Context: an optimization exercise on an open-source flow, tuned for small area, a short achievable clock period and few clock cycles per item. The choices shown serve that exercise and are no tape-out recipe.
Only simulation tests tie the RTL to the original design; equivalence was not proved.

==> 12-25: inputs <==
Design go_to_pose_controller, start of the top module:
module go_to_pose_controller #(
  parameter int unsigned CORDIC_STEPS = 16
) (
  input  logic        clk_i,
  input  logic        rst_ni,
  input  logic        in_valid_i,
  output logic        in_stall_o,
  input  logic [103:0] in_data_i,
  output logic        out_valid_o,
  input  logic        out_stall_i,
  output logic [33:0]  out_data_o,
  input  logic        cfg_we_i,
  input  logic [2:0]  cfg_idx_i,
  input  logic [30:0] cfg_data_i
);
  logic [19:0] goal_x_q, goal_y_q;
  logic [15:0] goal_heading_q;
  logic [18:0] pos_tol_q;
  logic [14:0] head_tol_q;
  logic [15:0] dist_gain_q, turn_gain_q;
  logic [30:0] speed_lim_q;
  always_ff @(posedge clk_i or negedge rst_ni) begin
    if (!rst_ni) begin
      goal_x_q       <= 20'hFFBC2;
      goal_y_q       <= 20'hFFDEE;
      goal_heading_q <= 16'd16384;
      pos_tol_q      <= 19'd410;
      head_tol_q     <= 15'd1456;
      dist_gain_q    <= 16'd3686;
      turn_gain_q    <= 16'd6554;
      speed_lim_q    <= 31'd214763110;
    end else if (cfg_we_i) begin
      case (cfg_idx_i)
        3'd0: goal_x_q       <= cfg_data_i[19:0];
        3'd1: goal_y_q       <= cfg_data_i[19:0];
        3'd2: goal_heading_q <= cfg_data_i[15:0];
        3'd3: pos_tol_q      <= cfg_data_i[18:0];
        3'd4: head_tol_q     <= cfg_data_i[14:0];
        3'd5: dist_gain_q    <= cfg_data_i[15:0];
        3'd6: turn_gain_q    <= cfg_data_i[15:0];
        default: speed_lim_q <= cfg_data_i;
      endcase
    end
  end
  logic in_xfer;
  logic [20:1] vld;
  assign in_xfer = in_valid_i & ~in_stall_o;
  always_ff @(posedge clk_i or negedge rst_ni) begin
    if (!rst_ni) vld <= '0;
    else vld <= {vld[19:1], in_xfer};
  end
  logic [19:0] px, py;
  assign px = in_data_i[103:84];
  assign py = in_data_i[83:64];
  logic [20:0] dx_1, dy_1;
  logic [15:0] qx_1, qy_1, qz_1, qw_1;
  logic byz_1, bxz_1;
  always_ff @(posedge clk_i) begin
    dx_1 <= {goal_x_q[19], goal_x_q} - {px[19], px};
    dy_1 <= {goal_y_q[19], goal_y_q} - {py[19], py};
    bxz_1 <= (goal_x_q == px);
    byz_1 <= (goal_y_q == py);
    {qx_1, qy_1, qz_1, qw_1} <= in_data_i[63:0];
  end
  logic [19:0] adx_2, ady_2;
  ...
Settings: LEC_CHECK=0, CAP_MARGIN=20, CORE_MARGIN=2, CORE_UTILIZATION=55, SLEW_MARGIN=20, SYNTH_MEMORY_MAX_BITS=32768; clock period 12.0 ns.
standard.sh (not shown) runs the stock make flow with config.mk's settings and CLKGATE_MAP_FILE= SYNTH_SCRIPT=/design/flow/synth_recipe.tcl, a recipe that flattens the netlist after the stock synthesis.
==> flow/flow/run.sh <==
#!/bin/bash
# The standard layout (standard.sh), with one change: ABC maps the logic for the
# shortest delay (flow/abc_speed.script) instead of ORFS's default speed script.
# Registers, floorplan, power grid, placement, CTS and routing are the standard flow's.
set -euo pipefail
rm -rf scripts_fast
cp -r "$FLOW_HOME/scripts" scripts_fast
cp flow/abc_speed.script scripts_fast/abc_speed.script
bash standard.sh SCRIPTS_DIR="$PWD/scripts_fast" finish > flow_make.log 2>&1
==> flow/flow/abc_speed.script <==
&get -n
&st
&dch -f
&nf -p
&put
buffer -c
topo
stime -c
upsize -c
dnsize -c
==> 10-18: changes against 12-25 <==
==> flow/run.sh (new file) <==
#!/bin/bash
# synth_recipe.tcl (not shown) runs the flow's synth.tcl, then flattens the netlist and writes it again
# the make line also repeats each setting of config.mk as NAME=value (left out here)
make -C /OpenROAD-flow-scripts/flow DESIGN_CONFIG=/design/flow/config.mk WORK_HOME=/design/flow/orfs CLKGATE_MAP_FILE= SYNTH_SCRIPT=/design/flow/synth_recipe.tcl finish
removed: flow/flow/run.sh
removed: flow/flow/abc_speed.script
removed: flow/standard.sh
==> comparison <==
- Between 10-18 and 12-25, the lower global-route usage is in 10-18 (gap 1.1 points).
- Of 12-25 and 10-18, 12-25 has the higher register-to-register slack (gap 1.4 ns).
- Against 12-25, the setup slack of 10-18 is lower by 1.4 ns.
- Sequential cell count is the same in 12-25 and 10-18.
==> figures <==
quantity	10-18	12-25
Number of cells on the critical path	27	20
Total core area	566000 sq um	562000 sq um
Area post-placement	323000 sq um	320000 sq um
Path depth of the worst reg2reg path	27	20
Fraction of final layout cells sized beyond drive strength 1	0.0591	0.0538
Area fraction of the dominant cell type after synthesis	0.248	0.250
Drt total wl	815000 microns	849000 microns
Min setup slack post-route	4.18 ns	5.60 ns
Status	complete, no violations	complete, no violations
End-of-flow core utilization	0.604	0.603
Multi-input logic portion of the cell area	0.564	0.568
Synthesized-area fraction occupied by xor and xnor cells	0.120	0.131
Number of design-rule violations left by the first detailed-router iteration	13200	14900
Number of global-route vias before repair	220000	227000
Testbench counts of 12-25, summed over its fixed seeds: cycles 1,448, items 1,280.
Testbench counts of 10-18, summed over its fixed seeds: cycles 1,448, items 1,280.

---

==> inputs of run E <==
go_to_pose_controller, a different RTL version from the one above (not shown whole).
==> flow/config.mk <==
export PLATFORM = sky130hd
export DESIGN_NAME = go_to_pose_controller
export DESIGN_NICKNAME = go_to_pose_controller
export VERILOG_FILES = /design/flow/design.v
export SDC_FILE = /design/flow/constraint.sdc
export NUM_CORES = 4
export LEC_CHECK = 0
export CAP_MARGIN = 20
export CORE_MARGIN = 2
export CORE_UTILIZATION = 55
export SLEW_MARGIN = 20
export SYNTH_MEMORY_MAX_BITS = 32768
==> flow/constraint.sdc <==
create_clock -name core_clock -period 12.0 [get_ports {clk_i}]
set_input_delay 2.4000 -clock core_clock [delete_from_list [all_inputs] [get_ports {clk_i}]]
set_output_delay 2.4000 -clock core_clock [all_outputs]
set_load 0.01 [all_outputs]
==> flow/flow/run.sh <==
#!/bin/bash
# The standard layout (standard.sh) with two changes: ABC maps the logic for the
# shortest delay (flow/abc_speed.script) instead of ORFS's default speed script, and
# repair_timing aims for 8.5 ns of setup slack on the worst endpoints (TNS_END_PERCENT 10).
# Registers, floorplan, power grid, placement, CTS and routing are the standard flow's.
set -euo pipefail
rm -rf scripts_fast
cp -r "$FLOW_HOME/scripts" scripts_fast
cp flow/abc_speed.script scripts_fast/abc_speed.script
bash standard.sh SCRIPTS_DIR="$PWD/scripts_fast" SETUP_SLACK_MARGIN=8.5 TNS_END_PERCENT=10 finish > flow_make.log 2>&1
==> flow/flow/abc_speed.script <==
&get -n
&st
&dch -f
&nf -p
&put
buffer -c
topo
stime -c
upsize -c
dnsize -c
==> inputs of run P, as changes to run E <==
==> flow/flow/run.sh (replaced) <==
#!/bin/bash
# The standard layout (standard.sh) with three changes: ABC maps the logic for the
# shortest delay (flow/abc_speed.script) instead of ORFS's default speed script;
# repair_timing aims for 8 ns of setup slack on the worst endpoints (TNS_END_PERCENT 10);
# and the buffers that buffer_ports puts on every input and output port are buf_4
# instead of the slow default delay buffer.
# Registers, floorplan, power grid, placement, CTS and routing are otherwise the standard flow's.
set -euo pipefail
rm -rf scripts_fast
cp -r "$FLOW_HOME/scripts" scripts_fast
cp flow/abc_speed.script scripts_fast/abc_speed.script
bash standard.sh SCRIPTS_DIR="$PWD/scripts_fast" SETUP_SLACK_MARGIN=8 TNS_END_PERCENT=10 \
  BUFFER_PORTS_ARGS="-buffer_cell sky130_fd_sc_hd__buf_4" finish > flow_make.log 2>&1
==> inputs of run X, as changes to run E <==
==> flow/flow/run.sh (replaced) <==
#!/bin/bash
# The standard layout (standard.sh) with three changes: ABC maps the logic for the
# shortest delay (flow/abc_speed.script) instead of ORFS's default speed script;
# repair_timing aims for 7.5 ns of setup slack on the worst endpoints (TNS_END_PERCENT 5);
# and the buffers that buffer_ports puts on every input and output port are buf_4
# instead of the slow default delay buffer.
# Registers, floorplan, power grid, placement, CTS and routing are otherwise the standard flow's.
set -euo pipefail
rm -rf scripts_fast
cp -r "$FLOW_HOME/scripts" scripts_fast
cp flow/abc_speed.script scripts_fast/abc_speed.script
bash standard.sh SCRIPTS_DIR="$PWD/scripts_fast" SETUP_SLACK_MARGIN=7.5 TNS_END_PERCENT=5 \
  BUFFER_PORTS_ARGS="-buffer_cell sky130_fd_sc_hd__buf_4" finish > flow_make.log 2>&1
==> inputs of run A, as changes to run E <==
==> flow/flow/run.sh (replaced) <==
#!/bin/bash
# The standard layout (standard.sh) with two changes: ABC maps the logic for the
# shortest delay (flow/abc_speed.script) instead of ORFS's default speed script, and
# repair_timing aims for 7.5 ns of setup slack on the worst endpoints (TNS_END_PERCENT 10).
# Registers, floorplan, power grid, placement, CTS and routing are the standard flow's.
set -euo pipefail
rm -rf scripts_fast
cp -r "$FLOW_HOME/scripts" scripts_fast
cp flow/abc_speed.script scripts_fast/abc_speed.script
bash standard.sh SCRIPTS_DIR="$PWD/scripts_fast" SETUP_SLACK_MARGIN=7.5 TNS_END_PERCENT=10 finish > flow_make.log 2>&1
==> flow_summary_export.csv <==
group,metric,value,unit
status,status,"complete, no violations",
final_layout,layoutNonFillerInstCount,39600,
final_layout,layout-drive-gt1-share,0.0908,
worst_setup_path,cp.required,12.96,ns
min_path,whs_endpoint,"sqd_7[1]",
route,wl_met1,390000,µm
clock_tree,cts_setup_buffers,132,
worst_setup_path,slowest_delay,0.88,ns
worst_setup_path,cp_slowest_cell,"dfxtp_1",
Source of the figures above: run P

==> flow_summary_export.csv <==
group,metric,value,unit
status,status,"complete, no violations",
final_layout,layout-drive-gt1-share,0.0728,
clock_tree,cts_setup_buffers,44,
worst_setup_path,cp_slowest_cell,"clkdlybuf4s50_1",
worst_setup_path,cp.required,9.60,ns
route,wl_met1,388000,µm
final_layout,layoutNonFillerInstCount,39500,
min_path,whs_endpoint,"b_dv_9[0]",
final_layout,dominant_cells,"multi-input gates",
final_layout,area_growth,10.6,%
worst_setup_path,slowest_delay,0.62,ns
Source of the figures above: run A

==> flow_summary_export.csv <==
group,metric,value,unit
status,status,"complete, no violations",
route,wl_met1,404000,µm
worst_setup_path,slowest_delay,0.67,ns
clock_tree,cts_setup_buffers,39,
worst_setup_path,cp.required,12.95,ns
worst_setup_path,cp_slowest_cell,"ha_2",
route,wl_per_cell,22.3,µm
min_path,whs_endpoint,"y_xn_12",
Source of the figures above: run X

==> flow_summary_export.csv <==
group,metric,value,unit
min_path,whs_endpoint,"y_dv_12[6]",
final_layout,layout-drive-gt1-share,0.123,
status,status,"complete, no violations",
final_layout,layoutNonFillerInstCount,40200,
clock_tree,cts_setup_buffers,137,
synth,yosysMostFrequentCell,"dfxtp_1",
final_layout,regMostFlops,"fifo_q",
worst_setup_path,cp.required,12.94,ns
synth,yosys_most_used_dff,"dfxtp_1",
worst_setup_path,slowest_delay,0.62,ns
worst_setup_path,cp_slowest_cell,"fa_2",
Source of the figures above: run E

Testbench counts of run E, summed over its fixed seeds: cycles 1,448, items 1,280.
Testbench counts of run P, summed over its fixed seeds: cycles 1,448, items 1,280.
Testbench counts of run X, summed over its fixed seeds: cycles 1,448, items 1,280.
Testbench counts of run A, summed over its fixed seeds: cycles 1,448, items 1,280.

[what the ideal ports hide]
In the flow no input, the clock included, has a driving cell. The finished layouts below were timed again as built, in two steps.
Step 1 sets driving cells, clkbuf_16 on the clock port and buf_2 on the other inputs (assumed; they add their load-dependent delay and slew).
Step 2 moves the port delays by t, midway between the first and last clock arrival at a register: inputs arrive t later, outputs are due t later. That takes back most of the time a late clock gives input paths.
Three values: no drivers, after step 1, after step 2; two values: the first two.
run	shift t [ns]	slack for setup (ns)	worst setup path at the end	worst data-port slew with drivers (ns)	cell pins on the clock port's net
12-25	1.151	5.601 / 5.601 / 5.592	input to register	0.46	1
10-18	1.161	4.181 / 4.181 / 4.181	register to register	0.31	1
run E	1.194	7.422 / 7.422 / 6.521	input to register	0.34	1
run P	1.184	7.375 / 7.375 / 7.023	input to register	0.28	1
run X	1.186	7.292 / 7.292 / 6.562	input to register	0.26	1
run A	1.209	7.317 / 7.176 / 6.363	input to register	0.25	1
After both steps every run listed still meets setup and hold. The setup slack of run A, which loses most, moves by -0.141 ns with the drivers and by -0.954 ns with both steps.
